From an optimization exercise on the open Yosys and OpenROAD flow, aimed at small area, a short achievable clock period and few clock cycles per item; shortcuts taken in it are not production practice.
In this exercise RTL edits were held to simulation tests only and were not proved equivalent to the original.
Power is estimated from default activity; no workload was simulated.

==> flow/design.v (excerpt) <==
module command_frame_receiver #(
   parameter int MAX_PAYLOAD = 64
) (
   input  logic                       clock,
   input  logic                       reset,
   input  logic                       req_valid,
   output logic                       req_ready,
   input  logic [cfr_pkg::BYTE_W-1:0] req_rx_byte,
   output logic                       rsp_valid,
   input  logic                       rsp_ready,
   output logic [cfr_pkg::BYTE_W-1:0] rsp_frame_command,
   output logic [cfr_pkg::LEN_W-1:0]  rsp_frame_length,
   output logic [cfr_pkg::BYTE_W-1:0] rsp_payload_byte,
   output logic                       rsp_byte_valid,
   output logic                       rsp_last,
   output logic [cfr_pkg::SUM_W-1:0]  rsp_received_sum,
   output logic [cfr_pkg::SUM_W-1:0]  rsp_computed_sum,
   output logic                       rsp_sum_match,
   input  logic                       csr_we,
   input  logic [cfr_pkg::CSR_W-1:0]  csr_index,
   input  logic [cfr_pkg::BYTE_W-1:0] csr_wdata
);
   localparam int ADDR_W = (MAX_PAYLOAD > 1) ? $clog2(MAX_PAYLOAD) : 1;
   localparam int BANKS  = 4;
   localparam int BANK_W = 2;
   localparam int ROW_W  = ADDR_W - BANK_W;
   cfr_pkg::cfg_type  cfg_ff;
   logic              ram_we;
   logic [7:0]        ram_wsel_lo;
   logic [7:0]        ram_wsel_hi;
   logic [BYTE_W-1:0] ram_wdata;
   logic [BANKS-1:0][ROW_W-1:0]  bank_row_ff;
   logic [BANKS-1:0][BYTE_W-1:0] bank_rdata;
   logic [BYTE_W-1:0] ram_rdata;
   logic              pend;
   logic              pend_take;
   logic [BYTE_W-1:0] frm_command;
   logic [LEN_W-1:0]  frm_length;
   logic [SUM_W-1:0]  frm_received_sum;
   logic [SUM_W-1:0]  frm_computed_sum;
   logic              frm_sum_match;
   logic [BANK_W-1:0] rd_bank_ff;
   logic [ADDR_W-1:0] rem_ff;
   logic              rsp_valid_ff;
   logic              rsp_idle_ff;
   logic              last_i_ff;
   logic              slot_empty_ff;
  ...
export LEC_CHECK = 0
export CAP_MARGIN = 20
export CORE_MARGIN = 2
export CORE_UTILIZATION = 65
export CTS_BUF_LIST = sky130_fd_sc_hd__clkbuf_16
export CTS_CLUSTER_DIAMETER = 60
export CTS_CLUSTER_SIZE = 30
export PLACE_DENSITY = 0.75
export SETUP_SLACK_MARGIN = 2.0
export SLEW_MARGIN = 20
create_clock -name core_clock -period 4.0 [get_ports {clock}]
run.sh (not shown) runs the stock make flow with config.mk's settings and CLKGATE_MAP_FILE= SYNTH_SCRIPT=/design/flow/synth_recipe.tcl, a recipe that flattens the netlist after the stock synthesis.
Testbench counts at the start, summed over its fixed seeds: cycles 15,046, beats 10,307.
Next try:
--- a/flow/design.v
+++ b/flow/design.v
@@ -112,22 +112,24 @@
    logic [ADDR_W:0]   used_ff;
    logic [ADDR_W:0]   cused_ff;
    logic              accept;
    logic              wr_adv;
    logic              commit;
    logic              rollback;
    logic              full_in;
    logic [ADDR_W:0]   used_inc;
    logic [ADDR_W:0]   used_dec;
    logic [ADDR_W:0]   cused_dec;
-   logic              used_64;
-   logic              used_63;
+   logic              wr_adv_ff;
+   logic              rd_adv_ff;
+   logic              commit_ff;
+   logic              rollback_ff;
    logic              eq_h1, eq_h2, eq_t1, eq_t2;
    logic              len_ok, len_zero;
    logic              good_end;
    assign accept = req_valid && !stall_ff;
    assign wr_adv = accept && phase_ff[P_DATA];
    assign eq_h1    = (req_rx_byte == cfg.header_first);
    assign eq_h2    = (req_rx_byte == cfg.header_second);
    assign eq_t1    = (req_rx_byte == cfg.trailer_first);
    assign eq_t2    = (req_rx_byte == cfg.trailer_second);
    assign len_ok   = !len_hi_nz_ff && (req_rx_byte <= MAX_LEN);
@@ -158,72 +160,78 @@
                          (phase_ff[P_TRL0] && !accept);
       phase_in[P_TRL1] = (phase_ff[P_TRL0] && accept && eq_t1) ||
                          (phase_ff[P_TRL1] && !accept);
    end
    assign commit   = phase_ff[P_TRL1] && accept && good_end;
    assign rollback = (phase_ff[P_TRL0] && accept && !eq_t1) ||
                      (phase_ff[P_TRL1] && accept && !good_end);
    assign used_inc  = used_ff + (ADDR_W+1)'(1);
    assign used_dec  = used_ff - (ADDR_W+1)'(1);
    assign cused_dec = cused_ff - (ADDR_W+1)'(1);
-   assign used_64   = (used_ff == (ADDR_W+1)'(MAX_PAYLOAD));
-   assign used_63 = (used_ff == (ADDR_W+1)'(MAX_PAYLOAD - 1));
-   assign full_in      = wr_adv ? (rd_adv ? used_64 : used_63) : (!rd_adv && used_64);
+   assign full_in      = (used_ff >= (ADDR_W+1)'(MAX_PAYLOAD - 2)) && (cused_ff != '0);
    assign pend_in      = commit || (pend_ff && !pend_take);
    assign req_ready_in = !(pend_in && phase_in[P_CMD]) && !(phase_in[P_DATA] && full_in);
    assign req_ready    = req_ready_ff;
    assign ram_we      = wen_ff;
    assign ram_wsel_lo = wsel_lo_ff;
    assign ram_wsel_hi = wsel_hi_ff;
    assign ram_wdata   = req_rx_byte;
    always_ff @(posedge clock) begin
       if (reset) begin
          phase_ff     <= PHASES'(1) << P_HDR0;
          pend_ff      <= 1'b0;
          req_ready_ff <= 1'b1;
          stall_ff     <= 1'b0;
          wen_ff       <= 1'b0;
          wsel_lo_ff   <= LO_N'(1);
          wsel_hi_ff   <= HI_N'(1);
          tail_lo_ff   <= LO_N'(1);
          tail_hi_ff   <= HI_N'(1);
          used_ff      <= '0;
          cused_ff     <= '0;
+         wr_adv_ff    <= 1'b0;
+         rd_adv_ff    <= 1'b0;
+         commit_ff    <= 1'b0;
+         rollback_ff  <= 1'b0;
       end else begin
          phase_ff     <= phase_in;
          pend_ff      <= pend_in;
          req_ready_ff <= req_ready_in;
          stall_ff     <= !req_ready_in;
          wen_ff       <= phase_in[P_DATA] && !full_in;
          if (rollback) begin
             wsel_lo_ff <= tail_lo_ff;
             wsel_hi_ff <= tail_hi_ff;
          end else if (wr_adv) begin
             wsel_lo_ff <= {wsel_lo_ff[LO_N-2:0], wsel_lo_ff[LO_N-1]};
             if (wsel_lo_ff[LO_N-1]) begin
                wsel_hi_ff <= {wsel_hi_ff[HI_N-2:0], wsel_hi_ff[HI_N-1]};
             end
          end
          if (commit) begin
             tail_lo_ff <= wsel_lo_ff;
             tail_hi_ff <= wsel_hi_ff;
          end
-         if (rollback) begin
-            used_ff <= rd_adv ? cused_dec : cused_ff;
-         end else if (wr_adv && !rd_adv) begin
+         wr_adv_ff   <= wr_adv;
+         rd_adv_ff   <= rd_adv;
+         commit_ff   <= commit;
+         rollback_ff <= rollback;
+         if (rollback_ff) begin
+            used_ff <= rd_adv_ff ? cused_dec : cused_ff;
+         end else if (wr_adv_ff && !rd_adv_ff) begin
             used_ff <= used_inc;
-         end else if (!wr_adv && rd_adv) begin
+         end else if (!wr_adv_ff && rd_adv_ff) begin
             used_ff <= used_dec;
          end
-         if (commit) begin
-            cused_ff <= rd_adv ? used_dec : used_ff;
-         end else if (rd_adv) begin
+         if (commit_ff) begin
+            cused_ff <= rd_adv_ff ? used_dec : used_ff;
+         end else if (rd_adv_ff) begin
             cused_ff <= cused_dec;
          end
       end
    end
    always_ff @(posedge clock) begin
       if (accept && phase_ff[P_CMD]) begin
          command_ff <= req_rx_byte;
       end
       if (accept && phase_ff[P_LENH]) begin
          len_hi_nz_ff <= (req_rx_byte != '0);
Result: The changed run completed with no timing, DRC or antenna violations. Sequential power is about the same. Die area is higher by 0.44%. Non-clock buffer count drops by 20. Utilization fell by 0.49 points. Final area hardly moves. Clock-buffer cell count drops by 1. Worst setup slack gains 0.047 ns.
Testbench counts after the change, summed over its fixed seeds: cycles 15,050, beats 10,307.

==> static timing again, ports no longer ideal <==
In the flow no input, the clock included, has a driving cell. The finished layouts below were timed again as built, in two steps. Step 1: set_driving_cell puts a clkbuf_16 on clock and a buf_2 on each other input, an assumption about the parent block. Step 2 also shifts input and output timing later by t, the mid clock arrival at the registers, as if the neighbouring blocks saw the same clock. Three values: ideal ports, drivers, drivers and shift; two values: the first two.
run	t, ns	setup slack, ns	worst setup path at the end	worst register clock-pin slew, ns	cell pins on the clock port's net
the first run	0.674	1.911 / 1.901 / 1.296	input to register	0.11 / 0.11	1
the second run	0.663	1.958 / 1.941 / 1.291	input to register	0.11 / 0.11	1
After both steps setup and hold are still met in every run listed. The setup slack of the second run, which loses most, moves by -0.017 ns with the drivers and by -0.667 ns with both steps.
